What follows belongs to an exercise in optimizing a design on an open flow for small area; a production flow would make more cautious choices. At most, simulation tests tie the RTL to the original design; equivalence was not proved. Function not checked in run 1: the RTL went through the layout flow alone.

## flow/design.v (module list and top-level ports; edited modules follow where they fit)
// module perf_event_decode: 38 lines
// module perf_counter: 55 lines
// module perf_ha: 9 lines
// module perf_xor2: 7 lines
// module perf_ao22: 9 lines
// module perf_aoi222: 11 lines
// module perf_aoi22: 9 lines
// module perf_nand2: 7 lines
// module perf_nand4: 9 lines
// module perf_and4: 9 lines
// module perf_a21o: 8 lines
// module perf_csr_file: 311 lines
// module perf_monitor_top: 103 lines
module perf_monitor_top (
  input  logic                                clk_i,
  input  logic                                rst_ni,
  input  logic                                instr_ret_i,
  input  logic                                imiss_i,
  input  logic                                jump_i,
  input  logic                                branch_i,
  input  logic                                branch_taken_i,
  input  logic [perf_pkg::NUM_EXT_EVENTS-1:0] ext_event_i,
  input  logic                                data_req_i,
  input  logic                                data_gnt_i,
  input  logic                                data_we_i,
  input  logic                                csr_access_i,
  input  logic [csr_pkg::CSR_ADDR_W-1:0]      csr_addr_i,
  input  csr_pkg::csr_op_t                    csr_op_i,
  input  logic [31:0]                         csr_wdata_i,
  output logic [31:0]                         csr_rdata_o,
  output logic                                csr_illegal_o
);
  // ...
==> flow/flow/run.sh <==
#!/bin/bash
# The standard layout, with plain minimum-size port buffers and a clock
# tree built from smaller buffers without dummy loads.
set -euo pipefail
export BUFFER_PORTS_ARGS="-buffer_cell sky130_fd_sc_hd__buf_1"
export CTS_ARGS="-sink_clustering_enable -repair_clock_nets -dont_use_dummy_load -buf_list {sky130_fd_sc_hd__clkbuf_4 sky130_fd_sc_hd__clkbuf_8}"
bash standard.sh > standard_make.log 2>&1
==> flow/standard.sh <==
#!/bin/bash
# synth_recipe.tcl (not shown) runs the flow's synth.tcl, then flattens the netlist and writes it again
# the make line also repeats each setting of config.mk as NAME=value (left out here)
make -C /OpenROAD-flow-scripts/flow DESIGN_CONFIG=/design/flow/config.mk WORK_HOME=/design/flow/orfs CLKGATE_MAP_FILE= SYNTH_SCRIPT=/design/flow/synth_recipe.tcl "${@:-finish}"
==> flow/config.mk <==
export PLATFORM = sky130hd
export DESIGN_NAME = perf_monitor_top
export DESIGN_NICKNAME = perf_monitor_top
export VERILOG_FILES = /design/flow/design.v
export SDC_FILE = /design/flow/constraint.sdc
export NUM_CORES = 4
export LEC_CHECK = 0
export CAP_MARGIN = 20
export CORE_MARGIN = 2
export CORE_UTILIZATION = 55
export SLEW_MARGIN = 20
export SYNTH_HIERARCHICAL = 1
==> flow/constraint.sdc <==
create_clock -name core_clock -period 8.0 [get_ports {clk_i}]
set_input_delay 1.6000 -clock core_clock [delete_from_list [all_inputs] [get_ports {clk_i}]]
set_output_delay 1.6000 -clock core_clock [all_outputs]
set_load 0.01 [all_outputs]
==> results.json, run 1 <==
{
  "status": "timing/DRC/antenna clean",
  "timing.fmax_mhz": 144,
  "startpoint": "csr_addr_i[11]",
  "detail_route.wl_per_cell_um": 31.6,
  "ff2ff_path_depth": 26,
  "seqPwrFrac_pct": 54.1,
  "min_period_ns": 6.97,
  "hold_start": "u_csr.inhibit_q[0]",
  "syn_avg_cell_area_um2": 13.3,
  "cp.required_ns": 8.54,
  "dominant_cells": "multi-input gates",
  "die_area_mm2": 0.0468,
  "cts_buffers": 81,
  "overflow": 0,
  "met3_wirelength_mm": 6.32,
  "cp-end-kind": "register",
  "vias": 19700,
  "post-route-worst-setup-slack_ns": 1.03,
  "routed_wl_mm": 84.6,
  "seq_cells": 468,
  "syn_area_mm2": 0.0248,
  "p_clk_mw": 1.79,
  "area_growth_pct": 11.6,
  "nets": 2571,
  "grt_pass1_wl_mm": 128,
  "met1_usage_pct": 49.3,
  "top_regs": "g_hpm.u_hpm.count_q: 320 flops, u_mcycle.count_q: 64 flops, u_minstret.count_q: 64 flops",
  "die_y_um": 216,
  "dpl_cell_area_mm2": 0.0265,
  "switching_power_mw": 1.37,
  "hpwl_mm": 59.1,
  "multi_input_area_share_pct": 47.8,
  "grt_antenna_before_repair": 0,
  "register_area_mm2": 0.0117,
  "pre_cts_slack_ns": 0.483,
  "final_cell_mix": "468 x dfrtp_1, 448 x a22o_1, 426 x ha_1",
  "top_power_group": "sequential cells"
}
==> module perf_csr_file, before the edit <==
module perf_csr_file (
  input  logic                                 clk_i,
  input  logic                                 rst_ni,
  input  logic                                 csr_access_i,
  input  logic [csr_pkg::CSR_ADDR_W-1:0]       csr_addr_i,
  input  csr_pkg::csr_op_t                     csr_op_i,
  input  logic [31:0]                          csr_wdata_i,
  output logic [31:0]                          csr_rdata_o,
  output logic                                 csr_illegal_o,
  input  logic [63:0]                          cnt0_i,
  input  logic [63:0]                          cnt2_i,
  input  logic [7:0][39:0]                     hpm_i,
  output logic [perf_pkg::NUM_COUNTERS-1:0]    inhibit_o,
  output logic [perf_pkg::NUM_COUNTERS-1:0]    cnt_we_lo_o,
  output logic [perf_pkg::NUM_COUNTERS-1:0]    cnt_we_hi_o,
  output logic [perf_pkg::NUM_COUNTERS-1:0]    cnt_cancel_o,
  output logic [31:0]                          cnt_wdata_o
);
  localparam int unsigned N = perf_pkg::NUM_COUNTERS;
  logic          sel_inhibit;
  logic          base_lo;
  logic          base_hi;
  logic [N-1:0]  slot_sel;
  logic [N-1:0]  sel_lo;
  logic [N-1:0]  sel_hi;
  logic          legal;
  logic [31:0]   old_val;
  logic [31:0]   new_val;
  logic          do_write;
  logic [N-1:0]  inhibit_q;
  assign sel_inhibit = (csr_addr_i == csr_pkg::CSR_MCOUNTINHIBIT);
  assign base_lo     = (csr_addr_i[11:4] == 8'hB0);
  assign base_hi     = (csr_addr_i[11:4] == 8'hB8);
  always_comb begin
    slot_sel = '0;
    for (int unsigned k = 0; k < N; k++) begin
      slot_sel[k] = (csr_addr_i[3:0] == 4'(k)) && (k != perf_pkg::SLOT_TIME);
    end
  end
  assign sel_lo = base_lo ? slot_sel : '0;
  assign sel_hi = base_hi ? slot_sel : '0;
  assign legal = sel_inhibit | ((base_lo | base_hi) & (csr_addr_i[3:0] < 4'(N)));
  assign csr_illegal_o = csr_access_i & ~legal;
  logic g1, g2, g3, g4, g5, g6, g7;
  logic g8, g9, g10, g11, g12, g13, g14;
  logic g15, g16, g17, g18, g19, g20, g21;
  logic g22, g23, g24, g25, g26, g27, g28;
  logic g29, g30, g31, g32, g33, g34, g35;
  logic g36, g37, g38, g39, g40, g41, g42;
  logic g43, g44, g45, g46, g47, g48, g49;
  logic g50, g51, g52, g53, g54, g55, g56;
  logic g57, g58, g59, g60;
  logic g61, g62, g63, g64;
  logic g65, g66, g67, g68;
  logic g69, g70, g71, g72;
  logic g73, g74, g75, g76;
  logic g77, g78, g79, g80;
  logic g81, g82, g83, g84;
  logic g85, g86, g87, g88;
  logic g89, g90, g91, g92;
  logic g93, g94, g95, g96;
  logic g97, g98, g99, g100;
  logic g101, g102, g103, g104;
  logic g105, g106, g107, g108;
  logic g109, g110, g111, g112;
  logic g113, g114, g115, g116;
  logic g117, g118, g119, g120;
  logic g121, g122, g123, g124;
  logic g125, g126, g127, g128;
  logic g129, g130, g131, g132;
  logic g133, g134, g135, g136;
  logic g137, g138, g139, g140;
  logic g141, g142, g143, g144;
  logic g145, g146, g147, g148;
  logic g149, g150, g151, g152;
  perf_aoi222 u_g1 (.a1(sel_lo[0]), .a2(cnt0_i[0]), .b1(sel_lo[2]), .b2(cnt2_i[0]), .c1(sel_hi[0]), .c2(cnt0_i[32]), .y(g1));
  perf_aoi222 u_g2 (.a1(sel_hi[2]), .a2(cnt2_i[32]), .b1(sel_lo[3]), .b2(hpm_i[0][0]), .c1(sel_lo[4]), .c2(hpm_i[1][0]), .y(g2));
  perf_aoi222 u_g3 (.a1(sel_lo[5]), .a2(hpm_i[2][0]), .b1(sel_lo[6]), .b2(hpm_i[3][0]), .c1(sel_lo[7]), .c2(hpm_i[4][0]), .y(g3));
  perf_aoi222 u_g4 (.a1(sel_lo[8]), .a2(hpm_i[5][0]), .b1(sel_lo[9]), .b2(hpm_i[6][0]), .c1(sel_lo[10]), .c2(hpm_i[7][0]), .y(g4));
  perf_aoi222 u_g5 (.a1(sel_hi[3]), .a2(hpm_i[0][32]), .b1(sel_hi[4]), .b2(hpm_i[1][32]), .c1(sel_hi[5]), .c2(hpm_i[2][32]), .y(g5));
  perf_aoi222 u_g6 (.a1(sel_hi[6]), .a2(hpm_i[3][32]), .b1(sel_hi[7]), .b2(hpm_i[4][32]), .c1(sel_hi[8]), .c2(hpm_i[5][32]), .y(g6));
  perf_aoi22 u_g7 (.a1(sel_hi[9]), .a2(hpm_i[6][32]), .b1(sel_hi[10]), .b2(hpm_i[7][32]), .y(g7));
  logic r0, t0;
  perf_and4 u_t0 (.a(g1), .b(g2), .c(g3), .d(g4), .x(t0));
  perf_nand4 u_r0 (.a(t0), .b(g5), .c(g6), .d(g7), .y(r0));
  perf_a21o u_i0 (.a1(sel_inhibit), .a2(inhibit_q[0]), .b1(r0), .x(old_val[0]));
  perf_aoi222 u_g8 (.a1(sel_lo[0]), .a2(cnt0_i[1]), .b1(sel_lo[2]), .b2(cnt2_i[1]), .c1(sel_hi[0]), .c2(cnt0_i[33]), .y(g8));
  perf_aoi222 u_g9 (.a1(sel_hi[2]), .a2(cnt2_i[33]), .b1(sel_lo[3]), .b2(hpm_i[0][1]), .c1(sel_lo[4]), .c2(hpm_i[1][1]), .y(g9));
  perf_aoi222 u_g10 (.a1(sel_lo[5]), .a2(hpm_i[2][1]), .b1(sel_lo[6]), .b2(hpm_i[3][1]), .c1(sel_lo[7]), .c2(hpm_i[4][1]), .y(g10));
  perf_aoi222 u_g11 (.a1(sel_lo[8]), .a2(hpm_i[5][1]), .b1(sel_lo[9]), .b2(hpm_i[6][1]), .c1(sel_lo[10]), .c2(hpm_i[7][1]), .y(g11));
  perf_aoi222 u_g12 (.a1(sel_hi[3]), .a2(hpm_i[0][33]), .b1(sel_hi[4]), .b2(hpm_i[1][33]), .c1(sel_hi[5]), .c2(hpm_i[2][33]), .y(g12));
  perf_aoi222 u_g13 (.a1(sel_hi[6]), .a2(hpm_i[3][33]), .b1(sel_hi[7]), .b2(hpm_i[4][33]), .c1(sel_hi[8]), .c2(hpm_i[5][33]), .y(g13));
  perf_aoi22 u_g14 (.a1(sel_hi[9]), .a2(hpm_i[6][33]), .b1(sel_hi[10]), .b2(hpm_i[7][33]), .y(g14));
  logic r1, t1;
  perf_and4 u_t1 (.a(g8), .b(g9), .c(g10), .d(g11), .x(t1));
  perf_nand4 u_r1 (.a(t1), .b(g12), .c(g13), .d(g14), .y(old_val[1]));
  perf_aoi222 u_g15 (.a1(sel_lo[0]), .a2(cnt0_i[2]), .b1(sel_lo[2]), .b2(cnt2_i[2]), .c1(sel_hi[0]), .c2(cnt0_i[34]), .y(g15));
  perf_aoi222 u_g16 (.a1(sel_hi[2]), .a2(cnt2_i[34]), .b1(sel_lo[3]), .b2(hpm_i[0][2]), .c1(sel_lo[4]), .c2(hpm_i[1][2]), .y(g16));
  perf_aoi222 u_g17 (.a1(sel_lo[5]), .a2(hpm_i[2][2]), .b1(sel_lo[6]), .b2(hpm_i[3][2]), .c1(sel_lo[7]), .c2(hpm_i[4][2]), .y(g17));
  perf_aoi222 u_g18 (.a1(sel_lo[8]), .a2(hpm_i[5][2]), .b1(sel_lo[9]), .b2(hpm_i[6][2]), .c1(sel_lo[10]), .c2(hpm_i[7][2]), .y(g18));
  perf_aoi222 u_g19 (.a1(sel_hi[3]), .a2(hpm_i[0][34]), .b1(sel_hi[4]), .b2(hpm_i[1][34]), .c1(sel_hi[5]), .c2(hpm_i[2][34]), .y(g19));
  perf_aoi222 u_g20 (.a1(sel_hi[6]), .a2(hpm_i[3][34]), .b1(sel_hi[7]), .b2(hpm_i[4][34]), .c1(sel_hi[8]), .c2(hpm_i[5][34]), .y(g20));
  perf_aoi22 u_g21 (.a1(sel_hi[9]), .a2(hpm_i[6][34]), .b1(sel_hi[10]), .b2(hpm_i[7][34]), .y(g21));
  logic r2, t2;
  perf_and4 u_t2 (.a(g15), .b(g16), .c(g17), .d(g18), .x(t2));
  perf_nand4 u_r2 (.a(t2), .b(g19), .c(g20), .d(g21), .y(r2));
  perf_a21o u_i2 (.a1(sel_inhibit), .a2(inhibit_q[2]), .b1(r2), .x(old_val[2]));
  perf_aoi222 u_g22 (.a1(sel_lo[0]), .a2(cnt0_i[3]), .b1(sel_lo[2]), .b2(cnt2_i[3]), .c1(sel_hi[0]), .c2(cnt0_i[35]), .y(g22));
  perf_aoi222 u_g23 (.a1(sel_hi[2]), .a2(cnt2_i[35]), .b1(sel_lo[3]), .b2(hpm_i[0][3]), .c1(sel_lo[4]), .c2(hpm_i[1][3]), .y(g23));
  perf_aoi222 u_g24 (.a1(sel_lo[5]), .a2(hpm_i[2][3]), .b1(sel_lo[6]), .b2(hpm_i[3][3]), .c1(sel_lo[7]), .c2(hpm_i[4][3]), .y(g24));
  perf_aoi222 u_g25 (.a1(sel_lo[8]), .a2(hpm_i[5][3]), .b1(sel_lo[9]), .b2(hpm_i[6][3]), .c1(sel_lo[10]), .c2(hpm_i[7][3]), .y(g25));
  perf_aoi222 u_g26 (.a1(sel_hi[3]), .a2(hpm_i[0][35]), .b1(sel_hi[4]), .b2(hpm_i[1][35]), .c1(sel_hi[5]), .c2(hpm_i[2][35]), .y(g26));
  perf_aoi222 u_g27 (.a1(sel_hi[6]), .a2(hpm_i[3][35]), .b1(sel_hi[7]), .b2(hpm_i[4][35]), .c1(sel_hi[8]), .c2(hpm_i[5][35]), .y(g27));
  perf_aoi22 u_g28 (.a1(sel_hi[9]), .a2(hpm_i[6][35]), .b1(sel_hi[10]), .b2(hpm_i[7][35]), .y(g28));
  logic r3, t3;
  perf_and4 u_t3 (.a(g22), .b(g23), .c(g24), .d(g25), .x(t3));
  perf_nand4 u_r3 (.a(t3), .b(g26), .c(g27), .d(g28), .y(r3));
  perf_a21o u_i3 (.a1(sel_inhibit), .a2(inhibit_q[3]), .b1(r3), .x(old_val[3]));
  perf_aoi222 u_g29 (.a1(sel_lo[0]), .a2(cnt0_i[4]), .b1(sel_lo[2]), .b2(cnt2_i[4]), .c1(sel_hi[0]), .c2(cnt0_i[36]), .y(g29));
  perf_aoi222 u_g30 (.a1(sel_hi[2]), .a2(cnt2_i[36]), .b1(sel_lo[3]), .b2(hpm_i[0][4]), .c1(sel_lo[4]), .c2(hpm_i[1][4]), .y(g30));
  perf_aoi222 u_g31 (.a1(sel_lo[5]), .a2(hpm_i[2][4]), .b1(sel_lo[6]), .b2(hpm_i[3][4]), .c1(sel_lo[7]), .c2(hpm_i[4][4]), .y(g31));
  perf_aoi222 u_g32 (.a1(sel_lo[8]), .a2(hpm_i[5][4]), .b1(sel_lo[9]), .b2(hpm_i[6][4]), .c1(sel_lo[10]), .c2(hpm_i[7][4]), .y(g32));
  perf_aoi222 u_g33 (.a1(sel_hi[3]), .a2(hpm_i[0][36]), .b1(sel_hi[4]), .b2(hpm_i[1][36]), .c1(sel_hi[5]), .c2(hpm_i[2][36]), .y(g33));
  perf_aoi222 u_g34 (.a1(sel_hi[6]), .a2(hpm_i[3][36]), .b1(sel_hi[7]), .b2(hpm_i[4][36]), .c1(sel_hi[8]), .c2(hpm_i[5][36]), .y(g34));
  perf_aoi22 u_g35 (.a1(sel_hi[9]), .a2(hpm_i[6][36]), .b1(sel_hi[10]), .b2(hpm_i[7][36]), .y(g35));
  logic r4, t4;
  perf_and4 u_t4 (.a(g29), .b(g30), .c(g31), .d(g32), .x(t4));
  perf_nand4 u_r4 (.a(t4), .b(g33), .c(g34), .d(g35), .y(r4));
  perf_a21o u_i4 (.a1(sel_inhibit), .a2(inhibit_q[4]), .b1(r4), .x(old_val[4]));
  perf_aoi222 u_g36 (.a1(sel_lo[0]), .a2(cnt0_i[5]), .b1(sel_lo[2]), .b2(cnt2_i[5]), .c1(sel_hi[0]), .c2(cnt0_i[37]), .y(g36));
  perf_aoi222 u_g37 (.a1(sel_hi[2]), .a2(cnt2_i[37]), .b1(sel_lo[3]), .b2(hpm_i[0][5]), .c1(sel_lo[4]), .c2(hpm_i[1][5]), .y(g37));
  perf_aoi222 u_g38 (.a1(sel_lo[5]), .a2(hpm_i[2][5]), .b1(sel_lo[6]), .b2(hpm_i[3][5]), .c1(sel_lo[7]), .c2(hpm_i[4][5]), .y(g38));
  perf_aoi222 u_g39 (.a1(sel_lo[8]), .a2(hpm_i[5][5]), .b1(sel_lo[9]), .b2(hpm_i[6][5]), .c1(sel_lo[10]), .c2(hpm_i[7][5]), .y(g39));
  perf_aoi222 u_g40 (.a1(sel_hi[3]), .a2(hpm_i[0][37]), .b1(sel_hi[4]), .b2(hpm_i[1][37]), .c1(sel_hi[5]), .c2(hpm_i[2][37]), .y(g40));
  perf_aoi222 u_g41 (.a1(sel_hi[6]), .a2(hpm_i[3][37]), .b1(sel_hi[7]), .b2(hpm_i[4][37]), .c1(sel_hi[8]), .c2(hpm_i[5][37]), .y(g41));
  perf_aoi22 u_g42 (.a1(sel_hi[9]), .a2(hpm_i[6][37]), .b1(sel_hi[10]), .b2(hpm_i[7][37]), .y(g42));
  logic r5, t5;
  perf_and4 u_t5 (.a(g36), .b(g37), .c(g38), .d(g39), .x(t5));
  perf_nand4 u_r5 (.a(t5), .b(g40), .c(g41), .d(g42), .y(r5));
  perf_a21o u_i5 (.a1(sel_inhibit), .a2(inhibit_q[5]), .b1(r5), .x(old_val[5]));
  perf_aoi222 u_g43 (.a1(sel_lo[0]), .a2(cnt0_i[6]), .b1(sel_lo[2]), .b2(cnt2_i[6]), .c1(sel_hi[0]), .c2(cnt0_i[38]), .y(g43));
  perf_aoi222 u_g44 (.a1(sel_hi[2]), .a2(cnt2_i[38]), .b1(sel_lo[3]), .b2(hpm_i[0][6]), .c1(sel_lo[4]), .c2(hpm_i[1][6]), .y(g44));
  perf_aoi222 u_g45 (.a1(sel_lo[5]), .a2(hpm_i[2][6]), .b1(sel_lo[6]), .b2(hpm_i[3][6]), .c1(sel_lo[7]), .c2(hpm_i[4][6]), .y(g45));
  perf_aoi222 u_g46 (.a1(sel_lo[8]), .a2(hpm_i[5][6]), .b1(sel_lo[9]), .b2(hpm_i[6][6]), .c1(sel_lo[10]), .c2(hpm_i[7][6]), .y(g46));
  perf_aoi222 u_g47 (.a1(sel_hi[3]), .a2(hpm_i[0][38]), .b1(sel_hi[4]), .b2(hpm_i[1][38]), .c1(sel_hi[5]), .c2(hpm_i[2][38]), .y(g47));
  perf_aoi222 u_g48 (.a1(sel_hi[6]), .a2(hpm_i[3][38]), .b1(sel_hi[7]), .b2(hpm_i[4][38]), .c1(sel_hi[8]), .c2(hpm_i[5][38]), .y(g48));
  perf_aoi22 u_g49 (.a1(sel_hi[9]), .a2(hpm_i[6][38]), .b1(sel_hi[10]), .b2(hpm_i[7][38]), .y(g49));
  logic r6, t6;
  perf_and4 u_t6 (.a(g43), .b(g44), .c(g45), .d(g46), .x(t6));
  perf_nand4 u_r6 (.a(t6), .b(g47), .c(g48), .d(g49), .y(r6));
  perf_a21o u_i6 (.a1(sel_inhibit), .a2(inhibit_q[6]), .b1(r6), .x(old_val[6]));
  perf_aoi222 u_g50 (.a1(sel_lo[0]), .a2(cnt0_i[7]), .b1(sel_lo[2]), .b2(cnt2_i[7]), .c1(sel_hi[0]), .c2(cnt0_i[39]), .y(g50));
  perf_aoi222 u_g51 (.a1(sel_hi[2]), .a2(cnt2_i[39]), .b1(sel_lo[3]), .b2(hpm_i[0][7]), .c1(sel_lo[4]), .c2(hpm_i[1][7]), .y(g51));
  perf_aoi222 u_g52 (.a1(sel_lo[5]), .a2(hpm_i[2][7]), .b1(sel_lo[6]), .b2(hpm_i[3][7]), .c1(sel_lo[7]), .c2(hpm_i[4][7]), .y(g52));
  perf_aoi222 u_g53 (.a1(sel_lo[8]), .a2(hpm_i[5][7]), .b1(sel_lo[9]), .b2(hpm_i[6][7]), .c1(sel_lo[10]), .c2(hpm_i[7][7]), .y(g53));
  perf_aoi222 u_g54 (.a1(sel_hi[3]), .a2(hpm_i[0][39]), .b1(sel_hi[4]), .b2(hpm_i[1][39]), .c1(sel_hi[5]), .c2(hpm_i[2][39]), .y(g54));
  perf_aoi222 u_g55 (.a1(sel_hi[6]), .a2(hpm_i[3][39]), .b1(sel_hi[7]), .b2(hpm_i[4][39]), .c1(sel_hi[8]), .c2(hpm_i[5][39]), .y(g55));
  perf_aoi22 u_g56 (.a1(sel_hi[9]), .a2(hpm_i[6][39]), .b1(sel_hi[10]), .b2(hpm_i[7][39]), .y(g56));
  logic r7, t7;
  perf_and4 u_t7 (.a(g50), .b(g51), .c(g52), .d(g53), .x(t7));
  perf_nand4 u_r7 (.a(t7), .b(g54), .c(g55), .d(g56), .y(r7));
  perf_a21o u_i7 (.a1(sel_inhibit), .a2(inhibit_q[7]), .b1(r7), .x(old_val[7]));
  perf_aoi222 u_g57 (.a1(sel_lo[0]), .a2(cnt0_i[8]), .b1(sel_lo[2]), .b2(cnt2_i[8]), .c1(sel_hi[0]), .c2(cnt0_i[40]), .y(g57));
  perf_aoi222 u_g58 (.a1(sel_hi[2]), .a2(cnt2_i[40]), .b1(sel_lo[3]), .b2(hpm_i[0][8]), .c1(sel_lo[4]), .c2(hpm_i[1][8]), .y(g58));
  perf_aoi222 u_g59 (.a1(sel_lo[5]), .a2(hpm_i[2][8]), .b1(sel_lo[6]), .b2(hpm_i[3][8]), .c1(sel_lo[7]), .c2(hpm_i[4][8]), .y(g59));
  perf_aoi222 u_g60 (.a1(sel_lo[8]), .a2(hpm_i[5][8]), .b1(sel_lo[9]), .b2(hpm_i[6][8]), .c1(sel_lo[10]), .c2(hpm_i[7][8]), .y(g60));
  logic r8;
  perf_nand4 u_r8 (.a(g57), .b(g58), .c(g59), .d(g60), .y(r8));
  perf_a21o u_i8 (.a1(sel_inhibit), .a2(inhibit_q[8]), .b1(r8), .x(old_val[8]));
  perf_aoi222 u_g61 (.a1(sel_lo[0]), .a2(cnt0_i[9]), .b1(sel_lo[2]), .b2(cnt2_i[9]), .c1(sel_hi[0]), .c2(cnt0_i[41]), .y(g61));
  perf_aoi222 u_g62 (.a1(sel_hi[2]), .a2(cnt2_i[41]), .b1(sel_lo[3]), .b2(hpm_i[0][9]), .c1(sel_lo[4]), .c2(hpm_i[1][9]), .y(g62));
  perf_aoi222 u_g63 (.a1(sel_lo[5]), .a2(hpm_i[2][9]), .b1(sel_lo[6]), .b2(hpm_i[3][9]), .c1(sel_lo[7]), .c2(hpm_i[4][9]), .y(g63));
  perf_aoi222 u_g64 (.a1(sel_lo[8]), .a2(hpm_i[5][9]), .b1(sel_lo[9]), .b2(hpm_i[6][9]), .c1(sel_lo[10]), .c2(hpm_i[7][9]), .y(g64));
  logic r9;
  perf_nand4 u_r9 (.a(g61), .b(g62), .c(g63), .d(g64), .y(r9));
  perf_a21o u_i9 (.a1(sel_inhibit), .a2(inhibit_q[9]), .b1(r9), .x(old_val[9]));
  perf_aoi222 u_g65 (.a1(sel_lo[0]), .a2(cnt0_i[10]), .b1(sel_lo[2]), .b2(cnt2_i[10]), .c1(sel_hi[0]), .c2(cnt0_i[42]), .y(g65));
  perf_aoi222 u_g66 (.a1(sel_hi[2]), .a2(cnt2_i[42]), .b1(sel_lo[3]), .b2(hpm_i[0][10]), .c1(sel_lo[4]), .c2(hpm_i[1][10]), .y(g66));
  perf_aoi222 u_g67 (.a1(sel_lo[5]), .a2(hpm_i[2][10]), .b1(sel_lo[6]), .b2(hpm_i[3][10]), .c1(sel_lo[7]), .c2(hpm_i[4][10]), .y(g67));
  perf_aoi222 u_g68 (.a1(sel_lo[8]), .a2(hpm_i[5][10]), .b1(sel_lo[9]), .b2(hpm_i[6][10]), .c1(sel_lo[10]), .c2(hpm_i[7][10]), .y(g68));
  logic r10;
  perf_nand4 u_r10 (.a(g65), .b(g66), .c(g67), .d(g68), .y(r10));
  perf_a21o u_i10 (.a1(sel_inhibit), .a2(inhibit_q[10]), .b1(r10), .x(old_val[10]));
  perf_aoi222 u_g69 (.a1(sel_lo[0]), .a2(cnt0_i[11]), .b1(sel_lo[2]), .b2(cnt2_i[11]), .c1(sel_hi[0]), .c2(cnt0_i[43]), .y(g69));
  perf_aoi222 u_g70 (.a1(sel_hi[2]), .a2(cnt2_i[43]), .b1(sel_lo[3]), .b2(hpm_i[0][11]), .c1(sel_lo[4]), .c2(hpm_i[1][11]), .y(g70));
  perf_aoi222 u_g71 (.a1(sel_lo[5]), .a2(hpm_i[2][11]), .b1(sel_lo[6]), .b2(hpm_i[3][11]), .c1(sel_lo[7]), .c2(hpm_i[4][11]), .y(g71));
  perf_aoi222 u_g72 (.a1(sel_lo[8]), .a2(hpm_i[5][11]), .b1(sel_lo[9]), .b2(hpm_i[6][11]), .c1(sel_lo[10]), .c2(hpm_i[7][11]), .y(g72));
  perf_nand4 u_r11 (.a(g69), .b(g70), .c(g71), .d(g72), .y(old_val[11]));
  perf_aoi222 u_g73 (.a1(sel_lo[0]), .a2(cnt0_i[12]), .b1(sel_lo[2]), .b2(cnt2_i[12]), .c1(sel_hi[0]), .c2(cnt0_i[44]), .y(g73));
  perf_aoi222 u_g74 (.a1(sel_hi[2]), .a2(cnt2_i[44]), .b1(sel_lo[3]), .b2(hpm_i[0][12]), .c1(sel_lo[4]), .c2(hpm_i[1][12]), .y(g74));
  perf_aoi222 u_g75 (.a1(sel_lo[5]), .a2(hpm_i[2][12]), .b1(sel_lo[6]), .b2(hpm_i[3][12]), .c1(sel_lo[7]), .c2(hpm_i[4][12]), .y(g75));
  perf_aoi222 u_g76 (.a1(sel_lo[8]), .a2(hpm_i[5][12]), .b1(sel_lo[9]), .b2(hpm_i[6][12]), .c1(sel_lo[10]), .c2(hpm_i[7][12]), .y(g76));
  perf_nand4 u_r12 (.a(g73), .b(g74), .c(g75), .d(g76), .y(old_val[12]));
  perf_aoi222 u_g77 (.a1(sel_lo[0]), .a2(cnt0_i[13]), .b1(sel_lo[2]), .b2(cnt2_i[13]), .c1(sel_hi[0]), .c2(cnt0_i[45]), .y(g77));
  perf_aoi222 u_g78 (.a1(sel_hi[2]), .a2(cnt2_i[45]), .b1(sel_lo[3]), .b2(hpm_i[0][13]), .c1(sel_lo[4]), .c2(hpm_i[1][13]), .y(g78));
  perf_aoi222 u_g79 (.a1(sel_lo[5]), .a2(hpm_i[2][13]), .b1(sel_lo[6]), .b2(hpm_i[3][13]), .c1(sel_lo[7]), .c2(hpm_i[4][13]), .y(g79));
  perf_aoi222 u_g80 (.a1(sel_lo[8]), .a2(hpm_i[5][13]), .b1(sel_lo[9]), .b2(hpm_i[6][13]), .c1(sel_lo[10]), .c2(hpm_i[7][13]), .y(g80));
  perf_nand4 u_r13 (.a(g77), .b(g78), .c(g79), .d(g80), .y(old_val[13]));
  perf_aoi222 u_g81 (.a1(sel_lo[0]), .a2(cnt0_i[14]), .b1(sel_lo[2]), .b2(cnt2_i[14]), .c1(sel_hi[0]), .c2(cnt0_i[46]), .y(g81));
  perf_aoi222 u_g82 (.a1(sel_hi[2]), .a2(cnt2_i[46]), .b1(sel_lo[3]), .b2(hpm_i[0][14]), .c1(sel_lo[4]), .c2(hpm_i[1][14]), .y(g82));
  perf_aoi222 u_g83 (.a1(sel_lo[5]), .a2(hpm_i[2][14]), .b1(sel_lo[6]), .b2(hpm_i[3][14]), .c1(sel_lo[7]), .c2(hpm_i[4][14]), .y(g83));
  perf_aoi222 u_g84 (.a1(sel_lo[8]), .a2(hpm_i[5][14]), .b1(sel_lo[9]), .b2(hpm_i[6][14]), .c1(sel_lo[10]), .c2(hpm_i[7][14]), .y(g84));
  perf_nand4 u_r14 (.a(g81), .b(g82), .c(g83), .d(g84), .y(old_val[14]));
  perf_aoi222 u_g85 (.a1(sel_lo[0]), .a2(cnt0_i[15]), .b1(sel_lo[2]), .b2(cnt2_i[15]), .c1(sel_hi[0]), .c2(cnt0_i[47]), .y(g85));
  perf_aoi222 u_g86 (.a1(sel_hi[2]), .a2(cnt2_i[47]), .b1(sel_lo[3]), .b2(hpm_i[0][15]), .c1(sel_lo[4]), .c2(hpm_i[1][15]), .y(g86));
  perf_aoi222 u_g87 (.a1(sel_lo[5]), .a2(hpm_i[2][15]), .b1(sel_lo[6]), .b2(hpm_i[3][15]), .c1(sel_lo[7]), .c2(hpm_i[4][15]), .y(g87));
  perf_aoi222 u_g88 (.a1(sel_lo[8]), .a2(hpm_i[5][15]), .b1(sel_lo[9]), .b2(hpm_i[6][15]), .c1(sel_lo[10]), .c2(hpm_i[7][15]), .y(g88));
  perf_nand4 u_r15 (.a(g85), .b(g86), .c(g87), .d(g88), .y(old_val[15]));
  perf_aoi222 u_g89 (.a1(sel_lo[0]), .a2(cnt0_i[16]), .b1(sel_lo[2]), .b2(cnt2_i[16]), .c1(sel_hi[0]), .c2(cnt0_i[48]), .y(g89));
  perf_aoi222 u_g90 (.a1(sel_hi[2]), .a2(cnt2_i[48]), .b1(sel_lo[3]), .b2(hpm_i[0][16]), .c1(sel_lo[4]), .c2(hpm_i[1][16]), .y(g90));
  perf_aoi222 u_g91 (.a1(sel_lo[5]), .a2(hpm_i[2][16]), .b1(sel_lo[6]), .b2(hpm_i[3][16]), .c1(sel_lo[7]), .c2(hpm_i[4][16]), .y(g91));
  perf_aoi222 u_g92 (.a1(sel_lo[8]), .a2(hpm_i[5][16]), .b1(sel_lo[9]), .b2(hpm_i[6][16]), .c1(sel_lo[10]), .c2(hpm_i[7][16]), .y(g92));
  perf_nand4 u_r16 (.a(g89), .b(g90), .c(g91), .d(g92), .y(old_val[16]));
  perf_aoi222 u_g93 (.a1(sel_lo[0]), .a2(cnt0_i[17]), .b1(sel_lo[2]), .b2(cnt2_i[17]), .c1(sel_hi[0]), .c2(cnt0_i[49]), .y(g93));
  perf_aoi222 u_g94 (.a1(sel_hi[2]), .a2(cnt2_i[49]), .b1(sel_lo[3]), .b2(hpm_i[0][17]), .c1(sel_lo[4]), .c2(hpm_i[1][17]), .y(g94));
  perf_aoi222 u_g95 (.a1(sel_lo[5]), .a2(hpm_i[2][17]), .b1(sel_lo[6]), .b2(hpm_i[3][17]), .c1(sel_lo[7]), .c2(hpm_i[4][17]), .y(g95));
  perf_aoi222 u_g96 (.a1(sel_lo[8]), .a2(hpm_i[5][17]), .b1(sel_lo[9]), .b2(hpm_i[6][17]), .c1(sel_lo[10]), .c2(hpm_i[7][17]), .y(g96));
  perf_nand4 u_r17 (.a(g93), .b(g94), .c(g95), .d(g96), .y(old_val[17]));
  perf_aoi222 u_g97 (.a1(sel_lo[0]), .a2(cnt0_i[18]), .b1(sel_lo[2]), .b2(cnt2_i[18]), .c1(sel_hi[0]), .c2(cnt0_i[50]), .y(g97));
  perf_aoi222 u_g98 (.a1(sel_hi[2]), .a2(cnt2_i[50]), .b1(sel_lo[3]), .b2(hpm_i[0][18]), .c1(sel_lo[4]), .c2(hpm_i[1][18]), .y(g98));
  perf_aoi222 u_g99 (.a1(sel_lo[5]), .a2(hpm_i[2][18]), .b1(sel_lo[6]), .b2(hpm_i[3][18]), .c1(sel_lo[7]), .c2(hpm_i[4][18]), .y(g99));
  perf_aoi222 u_g100 (.a1(sel_lo[8]), .a2(hpm_i[5][18]), .b1(sel_lo[9]), .b2(hpm_i[6][18]), .c1(sel_lo[10]), .c2(hpm_i[7][18]), .y(g100));
  perf_nand4 u_r18 (.a(g97), .b(g98), .c(g99), .d(g100), .y(old_val[18]));
  perf_aoi222 u_g101 (.a1(sel_lo[0]), .a2(cnt0_i[19]), .b1(sel_lo[2]), .b2(cnt2_i[19]), .c1(sel_hi[0]), .c2(cnt0_i[51]), .y(g101));
  perf_aoi222 u_g102 (.a1(sel_hi[2]), .a2(cnt2_i[51]), .b1(sel_lo[3]), .b2(hpm_i[0][19]), .c1(sel_lo[4]), .c2(hpm_i[1][19]), .y(g102));
  perf_aoi222 u_g103 (.a1(sel_lo[5]), .a2(hpm_i[2][19]), .b1(sel_lo[6]), .b2(hpm_i[3][19]), .c1(sel_lo[7]), .c2(hpm_i[4][19]), .y(g103));
  perf_aoi222 u_g104 (.a1(sel_lo[8]), .a2(hpm_i[5][19]), .b1(sel_lo[9]), .b2(hpm_i[6][19]), .c1(sel_lo[10]), .c2(hpm_i[7][19]), .y(g104));
  perf_nand4 u_r19 (.a(g101), .b(g102), .c(g103), .d(g104), .y(old_val[19]));
  perf_aoi222 u_g105 (.a1(sel_lo[0]), .a2(cnt0_i[20]), .b1(sel_lo[2]), .b2(cnt2_i[20]), .c1(sel_hi[0]), .c2(cnt0_i[52]), .y(g105));
  perf_aoi222 u_g106 (.a1(sel_hi[2]), .a2(cnt2_i[52]), .b1(sel_lo[3]), .b2(hpm_i[0][20]), .c1(sel_lo[4]), .c2(hpm_i[1][20]), .y(g106));
  perf_aoi222 u_g107 (.a1(sel_lo[5]), .a2(hpm_i[2][20]), .b1(sel_lo[6]), .b2(hpm_i[3][20]), .c1(sel_lo[7]), .c2(hpm_i[4][20]), .y(g107));
  perf_aoi222 u_g108 (.a1(sel_lo[8]), .a2(hpm_i[5][20]), .b1(sel_lo[9]), .b2(hpm_i[6][20]), .c1(sel_lo[10]), .c2(hpm_i[7][20]), .y(g108));
  perf_nand4 u_r20 (.a(g105), .b(g106), .c(g107), .d(g108), .y(old_val[20]));
  perf_aoi222 u_g109 (.a1(sel_lo[0]), .a2(cnt0_i[21]), .b1(sel_lo[2]), .b2(cnt2_i[21]), .c1(sel_hi[0]), .c2(cnt0_i[53]), .y(g109));
  perf_aoi222 u_g110 (.a1(sel_hi[2]), .a2(cnt2_i[53]), .b1(sel_lo[3]), .b2(hpm_i[0][21]), .c1(sel_lo[4]), .c2(hpm_i[1][21]), .y(g110));
  perf_aoi222 u_g111 (.a1(sel_lo[5]), .a2(hpm_i[2][21]), .b1(sel_lo[6]), .b2(hpm_i[3][21]), .c1(sel_lo[7]), .c2(hpm_i[4][21]), .y(g111));
  perf_aoi222 u_g112 (.a1(sel_lo[8]), .a2(hpm_i[5][21]), .b1(sel_lo[9]), .b2(hpm_i[6][21]), .c1(sel_lo[10]), .c2(hpm_i[7][21]), .y(g112));
  perf_nand4 u_r21 (.a(g109), .b(g110), .c(g111), .d(g112), .y(old_val[21]));
  perf_aoi222 u_g113 (.a1(sel_lo[0]), .a2(cnt0_i[22]), .b1(sel_lo[2]), .b2(cnt2_i[22]), .c1(sel_hi[0]), .c2(cnt0_i[54]), .y(g113));
  perf_aoi222 u_g114 (.a1(sel_hi[2]), .a2(cnt2_i[54]), .b1(sel_lo[3]), .b2(hpm_i[0][22]), .c1(sel_lo[4]), .c2(hpm_i[1][22]), .y(g114));
  perf_aoi222 u_g115 (.a1(sel_lo[5]), .a2(hpm_i[2][22]), .b1(sel_lo[6]), .b2(hpm_i[3][22]), .c1(sel_lo[7]), .c2(hpm_i[4][22]), .y(g115));
  perf_aoi222 u_g116 (.a1(sel_lo[8]), .a2(hpm_i[5][22]), .b1(sel_lo[9]), .b2(hpm_i[6][22]), .c1(sel_lo[10]), .c2(hpm_i[7][22]), .y(g116));
  perf_nand4 u_r22 (.a(g113), .b(g114), .c(g115), .d(g116), .y(old_val[22]));
  perf_aoi222 u_g117 (.a1(sel_lo[0]), .a2(cnt0_i[23]), .b1(sel_lo[2]), .b2(cnt2_i[23]), .c1(sel_hi[0]), .c2(cnt0_i[55]), .y(g117));
  perf_aoi222 u_g118 (.a1(sel_hi[2]), .a2(cnt2_i[55]), .b1(sel_lo[3]), .b2(hpm_i[0][23]), .c1(sel_lo[4]), .c2(hpm_i[1][23]), .y(g118));
  perf_aoi222 u_g119 (.a1(sel_lo[5]), .a2(hpm_i[2][23]), .b1(sel_lo[6]), .b2(hpm_i[3][23]), .c1(sel_lo[7]), .c2(hpm_i[4][23]), .y(g119));
  perf_aoi222 u_g120 (.a1(sel_lo[8]), .a2(hpm_i[5][23]), .b1(sel_lo[9]), .b2(hpm_i[6][23]), .c1(sel_lo[10]), .c2(hpm_i[7][23]), .y(g120));
  perf_nand4 u_r23 (.a(g117), .b(g118), .c(g119), .d(g120), .y(old_val[23]));
  perf_aoi222 u_g121 (.a1(sel_lo[0]), .a2(cnt0_i[24]), .b1(sel_lo[2]), .b2(cnt2_i[24]), .c1(sel_hi[0]), .c2(cnt0_i[56]), .y(g121));
  perf_aoi222 u_g122 (.a1(sel_hi[2]), .a2(cnt2_i[56]), .b1(sel_lo[3]), .b2(hpm_i[0][24]), .c1(sel_lo[4]), .c2(hpm_i[1][24]), .y(g122));
  perf_aoi222 u_g123 (.a1(sel_lo[5]), .a2(hpm_i[2][24]), .b1(sel_lo[6]), .b2(hpm_i[3][24]), .c1(sel_lo[7]), .c2(hpm_i[4][24]), .y(g123));
  perf_aoi222 u_g124 (.a1(sel_lo[8]), .a2(hpm_i[5][24]), .b1(sel_lo[9]), .b2(hpm_i[6][24]), .c1(sel_lo[10]), .c2(hpm_i[7][24]), .y(g124));
  perf_nand4 u_r24 (.a(g121), .b(g122), .c(g123), .d(g124), .y(old_val[24]));
  perf_aoi222 u_g125 (.a1(sel_lo[0]), .a2(cnt0_i[25]), .b1(sel_lo[2]), .b2(cnt2_i[25]), .c1(sel_hi[0]), .c2(cnt0_i[57]), .y(g125));
  perf_aoi222 u_g126 (.a1(sel_hi[2]), .a2(cnt2_i[57]), .b1(sel_lo[3]), .b2(hpm_i[0][25]), .c1(sel_lo[4]), .c2(hpm_i[1][25]), .y(g126));
  perf_aoi222 u_g127 (.a1(sel_lo[5]), .a2(hpm_i[2][25]), .b1(sel_lo[6]), .b2(hpm_i[3][25]), .c1(sel_lo[7]), .c2(hpm_i[4][25]), .y(g127));
  perf_aoi222 u_g128 (.a1(sel_lo[8]), .a2(hpm_i[5][25]), .b1(sel_lo[9]), .b2(hpm_i[6][25]), .c1(sel_lo[10]), .c2(hpm_i[7][25]), .y(g128));
  perf_nand4 u_r25 (.a(g125), .b(g126), .c(g127), .d(g128), .y(old_val[25]));
  perf_aoi222 u_g129 (.a1(sel_lo[0]), .a2(cnt0_i[26]), .b1(sel_lo[2]), .b2(cnt2_i[26]), .c1(sel_hi[0]), .c2(cnt0_i[58]), .y(g129));
  perf_aoi222 u_g130 (.a1(sel_hi[2]), .a2(cnt2_i[58]), .b1(sel_lo[3]), .b2(hpm_i[0][26]), .c1(sel_lo[4]), .c2(hpm_i[1][26]), .y(g130));
  perf_aoi222 u_g131 (.a1(sel_lo[5]), .a2(hpm_i[2][26]), .b1(sel_lo[6]), .b2(hpm_i[3][26]), .c1(sel_lo[7]), .c2(hpm_i[4][26]), .y(g131));
  perf_aoi222 u_g132 (.a1(sel_lo[8]), .a2(hpm_i[5][26]), .b1(sel_lo[9]), .b2(hpm_i[6][26]), .c1(sel_lo[10]), .c2(hpm_i[7][26]), .y(g132));
  perf_nand4 u_r26 (.a(g129), .b(g130), .c(g131), .d(g132), .y(old_val[26]));
  perf_aoi222 u_g133 (.a1(sel_lo[0]), .a2(cnt0_i[27]), .b1(sel_lo[2]), .b2(cnt2_i[27]), .c1(sel_hi[0]), .c2(cnt0_i[59]), .y(g133));
  perf_aoi222 u_g134 (.a1(sel_hi[2]), .a2(cnt2_i[59]), .b1(sel_lo[3]), .b2(hpm_i[0][27]), .c1(sel_lo[4]), .c2(hpm_i[1][27]), .y(g134));
  perf_aoi222 u_g135 (.a1(sel_lo[5]), .a2(hpm_i[2][27]), .b1(sel_lo[6]), .b2(hpm_i[3][27]), .c1(sel_lo[7]), .c2(hpm_i[4][27]), .y(g135));
  perf_aoi222 u_g136 (.a1(sel_lo[8]), .a2(hpm_i[5][27]), .b1(sel_lo[9]), .b2(hpm_i[6][27]), .c1(sel_lo[10]), .c2(hpm_i[7][27]), .y(g136));
  perf_nand4 u_r27 (.a(g133), .b(g134), .c(g135), .d(g136), .y(old_val[27]));
  perf_aoi222 u_g137 (.a1(sel_lo[0]), .a2(cnt0_i[28]), .b1(sel_lo[2]), .b2(cnt2_i[28]), .c1(sel_hi[0]), .c2(cnt0_i[60]), .y(g137));
  perf_aoi222 u_g138 (.a1(sel_hi[2]), .a2(cnt2_i[60]), .b1(sel_lo[3]), .b2(hpm_i[0][28]), .c1(sel_lo[4]), .c2(hpm_i[1][28]), .y(g138));
  perf_aoi222 u_g139 (.a1(sel_lo[5]), .a2(hpm_i[2][28]), .b1(sel_lo[6]), .b2(hpm_i[3][28]), .c1(sel_lo[7]), .c2(hpm_i[4][28]), .y(g139));
  perf_aoi222 u_g140 (.a1(sel_lo[8]), .a2(hpm_i[5][28]), .b1(sel_lo[9]), .b2(hpm_i[6][28]), .c1(sel_lo[10]), .c2(hpm_i[7][28]), .y(g140));
  perf_nand4 u_r28 (.a(g137), .b(g138), .c(g139), .d(g140), .y(old_val[28]));
  perf_aoi222 u_g141 (.a1(sel_lo[0]), .a2(cnt0_i[29]), .b1(sel_lo[2]), .b2(cnt2_i[29]), .c1(sel_hi[0]), .c2(cnt0_i[61]), .y(g141));
  perf_aoi222 u_g142 (.a1(sel_hi[2]), .a2(cnt2_i[61]), .b1(sel_lo[3]), .b2(hpm_i[0][29]), .c1(sel_lo[4]), .c2(hpm_i[1][29]), .y(g142));
  perf_aoi222 u_g143 (.a1(sel_lo[5]), .a2(hpm_i[2][29]), .b1(sel_lo[6]), .b2(hpm_i[3][29]), .c1(sel_lo[7]), .c2(hpm_i[4][29]), .y(g143));
  perf_aoi222 u_g144 (.a1(sel_lo[8]), .a2(hpm_i[5][29]), .b1(sel_lo[9]), .b2(hpm_i[6][29]), .c1(sel_lo[10]), .c2(hpm_i[7][29]), .y(g144));
  perf_nand4 u_r29 (.a(g141), .b(g142), .c(g143), .d(g144), .y(old_val[29]));
  perf_aoi222 u_g145 (.a1(sel_lo[0]), .a2(cnt0_i[30]), .b1(sel_lo[2]), .b2(cnt2_i[30]), .c1(sel_hi[0]), .c2(cnt0_i[62]), .y(g145));
  perf_aoi222 u_g146 (.a1(sel_hi[2]), .a2(cnt2_i[62]), .b1(sel_lo[3]), .b2(hpm_i[0][30]), .c1(sel_lo[4]), .c2(hpm_i[1][30]), .y(g146));
  perf_aoi222 u_g147 (.a1(sel_lo[5]), .a2(hpm_i[2][30]), .b1(sel_lo[6]), .b2(hpm_i[3][30]), .c1(sel_lo[7]), .c2(hpm_i[4][30]), .y(g147));
  perf_aoi222 u_g148 (.a1(sel_lo[8]), .a2(hpm_i[5][30]), .b1(sel_lo[9]), .b2(hpm_i[6][30]), .c1(sel_lo[10]), .c2(hpm_i[7][30]), .y(g148));
  perf_nand4 u_r30 (.a(g145), .b(g146), .c(g147), .d(g148), .y(old_val[30]));
  perf_aoi222 u_g149 (.a1(sel_lo[0]), .a2(cnt0_i[31]), .b1(sel_lo[2]), .b2(cnt2_i[31]), .c1(sel_hi[0]), .c2(cnt0_i[63]), .y(g149));
  perf_aoi222 u_g150 (.a1(sel_hi[2]), .a2(cnt2_i[63]), .b1(sel_lo[3]), .b2(hpm_i[0][31]), .c1(sel_lo[4]), .c2(hpm_i[1][31]), .y(g150));
  perf_aoi222 u_g151 (.a1(sel_lo[5]), .a2(hpm_i[2][31]), .b1(sel_lo[6]), .b2(hpm_i[3][31]), .c1(sel_lo[7]), .c2(hpm_i[4][31]), .y(g151));
  perf_aoi222 u_g152 (.a1(sel_lo[8]), .a2(hpm_i[5][31]), .b1(sel_lo[9]), .b2(hpm_i[6][31]), .c1(sel_lo[10]), .c2(hpm_i[7][31]), .y(g152));
  perf_nand4 u_r31 (.a(g149), .b(g150), .c(g151), .d(g152), .y(old_val[31]));
  assign csr_rdata_o = old_val;
  always_comb begin
    unique case (csr_op_i)
      csr_pkg::CSR_SET:   new_val = old_val | csr_wdata_i;
      csr_pkg::CSR_CLEAR: new_val = old_val & ~csr_wdata_i;
      default:            new_val = csr_wdata_i;
    endcase
  end
  assign do_write = csr_access_i && (csr_op_i != csr_pkg::CSR_READ);
  assign cnt_we_lo_o = (do_write && base_lo) ? slot_sel : '0;
  assign cnt_we_hi_o = (do_write && base_hi) ? slot_sel : '0;
  assign cnt_cancel_o = (do_write && (base_lo || base_hi)) ? slot_sel : '0;
  assign cnt_wdata_o = new_val;
  always_ff @(posedge clk_i or negedge rst_ni) begin
    if (!rst_ni) begin
      inhibit_q <= '0;
    end else if (do_write && sel_inhibit) begin
      inhibit_q                      <= new_val[N-1:0];
      inhibit_q[perf_pkg::SLOT_TIME] <= 1'b0;
    end
  end
  assign inhibit_o = inhibit_q;
endmodule
==> run 2: changes to the inputs <==
--- a/flow/design.v
+++ b/flow/design.v
@@ -289,7 +289,6 @@
   perf_aoi222 u_g6 (.a1(sel_hi[6]), .a2(hpm_i[3][32]), .b1(sel_hi[7]), .b2(hpm_i[4][32]), .c1(sel_hi[8]), .c2(hpm_i[5][32]), .y(g6));
-  perf_aoi22 u_g7 (.a1(sel_hi[9]), .a2(hpm_i[6][32]), .b1(sel_hi[10]), .b2(hpm_i[7][32]), .y(g7));
+  perf_aoi222 u_g7 (.a1(sel_hi[9]), .a2(hpm_i[6][32]), .b1(sel_hi[10]), .b2(hpm_i[7][32]), .c1(sel_inhibit), .c2(inhibit_q[0]), .y(g7));
   logic r0, t0;
   perf_and4 u_t0 (.a(g1), .b(g2), .c(g3), .d(g4), .x(t0));
-  perf_nand4 u_r0 (.a(t0), .b(g5), .c(g6), .d(g7), .y(r0));
-  perf_a21o u_i0 (.a1(sel_inhibit), .a2(inhibit_q[0]), .b1(r0), .x(old_val[0]));
+  perf_nand4 u_r0 (.a(t0), .b(g5), .c(g6), .d(g7), .y(old_val[0]));
   perf_aoi222 u_g8 (.a1(sel_lo[0]), .a2(cnt0_i[1]), .b1(sel_lo[2]), .b2(cnt2_i[1]), .c1(sel_hi[0]), .c2(cnt0_i[33]), .y(g8));
@@ -310,7 +309,6 @@
   perf_aoi222 u_g20 (.a1(sel_hi[6]), .a2(hpm_i[3][34]), .b1(sel_hi[7]), .b2(hpm_i[4][34]), .c1(sel_hi[8]), .c2(hpm_i[5][34]), .y(g20));
-  perf_aoi22 u_g21 (.a1(sel_hi[9]), .a2(hpm_i[6][34]), .b1(sel_hi[10]), .b2(hpm_i[7][34]), .y(g21));
+  perf_aoi222 u_g21 (.a1(sel_hi[9]), .a2(hpm_i[6][34]), .b1(sel_hi[10]), .b2(hpm_i[7][34]), .c1(sel_inhibit), .c2(inhibit_q[2]), .y(g21));
   logic r2, t2;
   perf_and4 u_t2 (.a(g15), .b(g16), .c(g17), .d(g18), .x(t2));
-  perf_nand4 u_r2 (.a(t2), .b(g19), .c(g20), .d(g21), .y(r2));
-  perf_a21o u_i2 (.a1(sel_inhibit), .a2(inhibit_q[2]), .b1(r2), .x(old_val[2]));
+  perf_nand4 u_r2 (.a(t2), .b(g19), .c(g20), .d(g21), .y(old_val[2]));
   perf_aoi222 u_g22 (.a1(sel_lo[0]), .a2(cnt0_i[3]), .b1(sel_lo[2]), .b2(cnt2_i[3]), .c1(sel_hi[0]), .c2(cnt0_i[35]), .y(g22));
@@ -321,7 +319,6 @@
   perf_aoi222 u_g27 (.a1(sel_hi[6]), .a2(hpm_i[3][35]), .b1(sel_hi[7]), .b2(hpm_i[4][35]), .c1(sel_hi[8]), .c2(hpm_i[5][35]), .y(g27));
-  perf_aoi22 u_g28 (.a1(sel_hi[9]), .a2(hpm_i[6][35]), .b1(sel_hi[10]), .b2(hpm_i[7][35]), .y(g28));
+  perf_aoi222 u_g28 (.a1(sel_hi[9]), .a2(hpm_i[6][35]), .b1(sel_hi[10]), .b2(hpm_i[7][35]), .c1(sel_inhibit), .c2(inhibit_q[3]), .y(g28));
   logic r3, t3;
   perf_and4 u_t3 (.a(g22), .b(g23), .c(g24), .d(g25), .x(t3));
-  perf_nand4 u_r3 (.a(t3), .b(g26), .c(g27), .d(g28), .y(r3));
-  perf_a21o u_i3 (.a1(sel_inhibit), .a2(inhibit_q[3]), .b1(r3), .x(old_val[3]));
+  perf_nand4 u_r3 (.a(t3), .b(g26), .c(g27), .d(g28), .y(old_val[3]));
   perf_aoi222 u_g29 (.a1(sel_lo[0]), .a2(cnt0_i[4]), .b1(sel_lo[2]), .b2(cnt2_i[4]), .c1(sel_hi[0]), .c2(cnt0_i[36]), .y(g29));
@@ -332,7 +329,6 @@
   perf_aoi222 u_g34 (.a1(sel_hi[6]), .a2(hpm_i[3][36]), .b1(sel_hi[7]), .b2(hpm_i[4][36]), .c1(sel_hi[8]), .c2(hpm_i[5][36]), .y(g34));
-  perf_aoi22 u_g35 (.a1(sel_hi[9]), .a2(hpm_i[6][36]), .b1(sel_hi[10]), .b2(hpm_i[7][36]), .y(g35));
+  perf_aoi222 u_g35 (.a1(sel_hi[9]), .a2(hpm_i[6][36]), .b1(sel_hi[10]), .b2(hpm_i[7][36]), .c1(sel_inhibit), .c2(inhibit_q[4]), .y(g35));
   logic r4, t4;
   perf_and4 u_t4 (.a(g29), .b(g30), .c(g31), .d(g32), .x(t4));
-  perf_nand4 u_r4 (.a(t4), .b(g33), .c(g34), .d(g35), .y(r4));
-  perf_a21o u_i4 (.a1(sel_inhibit), .a2(inhibit_q[4]), .b1(r4), .x(old_val[4]));
+  perf_nand4 u_r4 (.a(t4), .b(g33), .c(g34), .d(g35), .y(old_val[4]));
   perf_aoi222 u_g36 (.a1(sel_lo[0]), .a2(cnt0_i[5]), .b1(sel_lo[2]), .b2(cnt2_i[5]), .c1(sel_hi[0]), .c2(cnt0_i[37]), .y(g36));
@@ -343,7 +339,6 @@
   perf_aoi222 u_g41 (.a1(sel_hi[6]), .a2(hpm_i[3][37]), .b1(sel_hi[7]), .b2(hpm_i[4][37]), .c1(sel_hi[8]), .c2(hpm_i[5][37]), .y(g41));
-  perf_aoi22 u_g42 (.a1(sel_hi[9]), .a2(hpm_i[6][37]), .b1(sel_hi[10]), .b2(hpm_i[7][37]), .y(g42));
+  perf_aoi222 u_g42 (.a1(sel_hi[9]), .a2(hpm_i[6][37]), .b1(sel_hi[10]), .b2(hpm_i[7][37]), .c1(sel_inhibit), .c2(inhibit_q[5]), .y(g42));
   logic r5, t5;
   perf_and4 u_t5 (.a(g36), .b(g37), .c(g38), .d(g39), .x(t5));
-  perf_nand4 u_r5 (.a(t5), .b(g40), .c(g41), .d(g42), .y(r5));
-  perf_a21o u_i5 (.a1(sel_inhibit), .a2(inhibit_q[5]), .b1(r5), .x(old_val[5]));
+  perf_nand4 u_r5 (.a(t5), .b(g40), .c(g41), .d(g42), .y(old_val[5]));
   perf_aoi222 u_g43 (.a1(sel_lo[0]), .a2(cnt0_i[6]), .b1(sel_lo[2]), .b2(cnt2_i[6]), .c1(sel_hi[0]), .c2(cnt0_i[38]), .y(g43));
@@ -354,7 +349,6 @@
   perf_aoi222 u_g48 (.a1(sel_hi[6]), .a2(hpm_i[3][38]), .b1(sel_hi[7]), .b2(hpm_i[4][38]), .c1(sel_hi[8]), .c2(hpm_i[5][38]), .y(g48));
-  perf_aoi22 u_g49 (.a1(sel_hi[9]), .a2(hpm_i[6][38]), .b1(sel_hi[10]), .b2(hpm_i[7][38]), .y(g49));
+  perf_aoi222 u_g49 (.a1(sel_hi[9]), .a2(hpm_i[6][38]), .b1(sel_hi[10]), .b2(hpm_i[7][38]), .c1(sel_inhibit), .c2(inhibit_q[6]), .y(g49));
   logic r6, t6;
   perf_and4 u_t6 (.a(g43), .b(g44), .c(g45), .d(g46), .x(t6));
-  perf_nand4 u_r6 (.a(t6), .b(g47), .c(g48), .d(g49), .y(r6));
-  perf_a21o u_i6 (.a1(sel_inhibit), .a2(inhibit_q[6]), .b1(r6), .x(old_val[6]));
+  perf_nand4 u_r6 (.a(t6), .b(g47), .c(g48), .d(g49), .y(old_val[6]));
   perf_aoi222 u_g50 (.a1(sel_lo[0]), .a2(cnt0_i[7]), .b1(sel_lo[2]), .b2(cnt2_i[7]), .c1(sel_hi[0]), .c2(cnt0_i[39]), .y(g50));
@@ -365,7 +359,6 @@
   perf_aoi222 u_g55 (.a1(sel_hi[6]), .a2(hpm_i[3][39]), .b1(sel_hi[7]), .b2(hpm_i[4][39]), .c1(sel_hi[8]), .c2(hpm_i[5][39]), .y(g55));
-  perf_aoi22 u_g56 (.a1(sel_hi[9]), .a2(hpm_i[6][39]), .b1(sel_hi[10]), .b2(hpm_i[7][39]), .y(g56));
+  perf_aoi222 u_g56 (.a1(sel_hi[9]), .a2(hpm_i[6][39]), .b1(sel_hi[10]), .b2(hpm_i[7][39]), .c1(sel_inhibit), .c2(inhibit_q[7]), .y(g56));
   logic r7, t7;
   perf_and4 u_t7 (.a(g50), .b(g51), .c(g52), .d(g53), .x(t7));
-  perf_nand4 u_r7 (.a(t7), .b(g54), .c(g55), .d(g56), .y(r7));
-  perf_a21o u_i7 (.a1(sel_inhibit), .a2(inhibit_q[7]), .b1(r7), .x(old_val[7]));
+  perf_nand4 u_r7 (.a(t7), .b(g54), .c(g55), .d(g56), .y(old_val[7]));
   perf_aoi222 u_g57 (.a1(sel_lo[0]), .a2(cnt0_i[8]), .b1(sel_lo[2]), .b2(cnt2_i[8]), .c1(sel_hi[0]), .c2(cnt0_i[40]), .y(g57));
==> flow/run.sh (new file) <==
#!/bin/bash
# synth_recipe.tcl (not shown) runs the flow's synth.tcl, then flattens the netlist and writes it again
# the make line also repeats each setting of config.mk as NAME=value (left out here)
make -C /OpenROAD-flow-scripts/flow DESIGN_CONFIG=/design/flow/config.mk WORK_HOME=/design/flow/orfs CLKGATE_MAP_FILE= SYNTH_SCRIPT=/design/flow/synth_recipe.tcl finish
removed: flow/flow/run.sh
removed: flow/standard.sh
==> results.json, run 2 <==
{
  "status": "timing/DRC/antenna clean",
  "cp_common_cell": "ha_1",
  "maxSlewViolCount": 0,
  "final_cell_mix": "468 x dfrtp_1, 448 x a22o_1, 426 x ha_1",
  "cp-start-kind": "primary input",
  "ys_warn_count": 10,
  "die_area_mm2": 0.0466,
  "drt-pass1-iter-count": 6,
  "nets": 2546,
  "cp.arrival_ns": 7.67,
  "hp-class": "register to register",
  "drc": 0,
  "drtIter0Drc": 2281,
  "cts-root-buf": "clkbuf_16",
  "setup_tns_ns": 0,
  "ctsHtreeMaxLevel": 2,
  "cp_slowest_cell": "clkdlybuf4s50_1",
  "gp_congestion": 0.948,
  "cts_resized": 0,
  "grt_antenna_before_repair": 2,
  "avgViaCountPerCell": 7.15,
  "min_period_ns": 7.18,
  "crit_family": "adder cells",
  "grt_pass1_vias": 19800,
  "layout-drive-gt1-share_pct": 10.4,
  "worst-path-buf-inv": 1,
  "syn_area_mm2": 0.0247,
  "num_rows": 77,
  "vias": 19300,
  "area_growth_pct": 17.0,
  "cp.required_ns": 8.48,
  "final_core_utilization_pct": 65.2,
  "powerDensity_mw_per_mm2": 199,
  "clkSinkCount": 468,
  "ir_drop_uv": 254,
  "synth_cells": 1855,
  "port_buffers": 91,
  "clock_path_buffers": 3,
  "slowest_delay_ns": 0.45,
  "worst_hold_slack_ns": 0.469,
  "clock_skew_ns": 0.0119,
  "largest_register_ffs": 320,
  "worstMarginPinSlew_ns": 1.07,
  "post-route-worst-setup-slack_ns": 0.815,
  "hold_violations": 0,
  "die_y_um": 216,
  "cts_buffers": 52,
  "hpwl_mm": 58.0,
  "drv_cap": 0,
  "syn_nets": 2340,
  "cts_setup_buffers": 0,
  "path_max_fanout": 10,
  "timing.fmax_mhz": 139,
  "worstSetupPathType": "primary input to register",
  "overflow": 0,
  "cts_tree": "built",
  "fin_crit_sh_pct": 89.8,
  "grtUsageTotal_pct": 35.4,
  "grt_pass1_wl_mm": 124,
  "regMostFlops": "g_hpm.u_hpm.count_q",
  "rsz0062_at_grt": "false",
  "pre_cts_slack_ns": 0.307,
  "cp-end-kind": "register",
  "clk_pin_slew_ns": 0.06,
  "cts_hold_buf": 0,
  "top_regs": "g_hpm.u_hpm.count_q: 320 flops, u_mcycle.count_q: 64 flops, u_minstret.count_q: 64 flops",
  "ant_nets": 0,
  "core_area_mm2": 0.0443,
  "die_w_um": 216,
  "maxSlewHeadroom_pct": 28.8,
  "num_io_pins": 92,
  "final_common_cell": "dfrtp_1",
  "initial_core_util_pct": 55.7,
  "routed_wl_mm": 81.2,
  "syn_avg_cell_area_um2": 13.3,
  "finalSetupViolations": 0,
  "design_power_total_mw": 5.76,
  "grt_max_degree": 165,
  "p_leak_nw": 15.4,
  "clk_latency_ns": 0.60,
  "detail_route.wl_per_cell_um": 30.2
}
[run 2: final cells by class]
class	instances	area (µm²)
Multi-Input combinational cell	1357	13100
Antenna cell	1	2.50
Clock buffer	76	1540
Inverter	23	86.3
Sequential cell	468	11700
Fill cell	3404	15400
Clock inverter	17	263
Timing Repair Buffer	159	1460
Tap cell	592	741
[run 2: layer usage]
layer / wire length, µm / vias to the layer above / part of all wire (%) / global-route usage [%]
li1: - / 8332 / - / -
met5: 13 / - / 0.016 / 0
met1: 33100 / 9933 / 41 / 47.6
met3: 5900 / 162 / 7.3 / 5.02
met4: 3080 / 2 / 3.8 / 13.3
met2: 39100 / 835 / 48 / 58.6
[run 2: stage by stage]
| step | area [µm²] | instances |
|---|---|---|
| final | 28900 | 2693 |
| after floorplan | 24700 | 1855 |
| after global routing | 28900 | 2692 |
| after CTS | 28900 | 2690 |
| after detailed placement | 27000 | 2597 |
| after global placement | 27000 | 2596 |
[run 2: final timing paths]
path,startpoint,end,slack [ns],cells after the start
max,csr_addr_i[9],g_hpm[4].u_hpm.count_q[39],0.82,27
max reg2reg,g_hpm[7].u_hpm.count_q[9],g_hpm[7].u_hpm.count_q[39],2.78,24
min in group asynchronous,rst_ni,g_hpm[0].u_hpm.count_q[31],1.00,1
min,u_csr.inhibit_q[10],u_decode.inc_o[10],0.47,1
min reg2reg,u_csr.inhibit_q[10],u_decode.inc_o[10],0.47,1
max in group asynchronous,rst_ni,g_hpm[4].u_hpm.count_q[36],5.58,3
[run 2: report_power, final]
part           internal (mW)  total, mW  switching (mW)
clock                   1.55       2.55           0.995
sequential              2.54       2.70           0.162
combinational          0.249      0.515           0.266
[run 2: worst reg2reg max path: stages (launching register included)]
cell	delay [ns]
dfrtp_1	0.40
nand4_1	0.20
nor4_1	0.08
and3_1	0.26
ha_1	0.22
ha_1	0.18
ha_1	0.19
ha_1	0.19
ha_1	0.19
ha_1	0.21
ha_1	0.20
ha_1	0.19
ha_1	0.19
ha_1	0.19
ha_1	0.19
ha_1	0.32
ha_1	0.26
ha_1	0.18
ha_1	0.18
ha_1	0.20
ha_1	0.19
ha_1	0.18
ha_1	0.19
xor2_1	0.16
a22o_1	0.17

-- what the ideal ports hide --
No port has a modelled driver above. Below, the same layouts with a new extraction and two added sets of constraints.
Step 1 (the two cells are an assumption about what drives the block):
set clk [get_ports {clk_i}]
set_driving_cell -lib_cell sky130_fd_sc_hd__clkbuf_16 $clk
set_driving_cell -lib_cell sky130_fd_sc_hd__buf_2 [delete_from_list [all_inputs] $clk]
Step 2 also shifts input and output timing later by t, the mid clock arrival at the registers, as if the neighbouring blocks saw the same clock.
Slacks: ideal ports / drivers / drivers and shift; pairs: ideal ports / drivers.
run	shift t [ns]	slack for setup (ns)	latest minus earliest clock arrival (ns)	worst data-port slew with drivers (ns)
run 1	0.696	1.034 / 1.062 / 0.367	0.049 / 0.049	0.06
run 2	0.653	0.815 / 0.853 / 0.200	0.013 / 0.012	0.05
After both steps setup and hold are still met in every run listed. For run 1, which loses most, drivers alone change the setup slack by +0.028 ns; drivers and shift together by -0.667 ns.
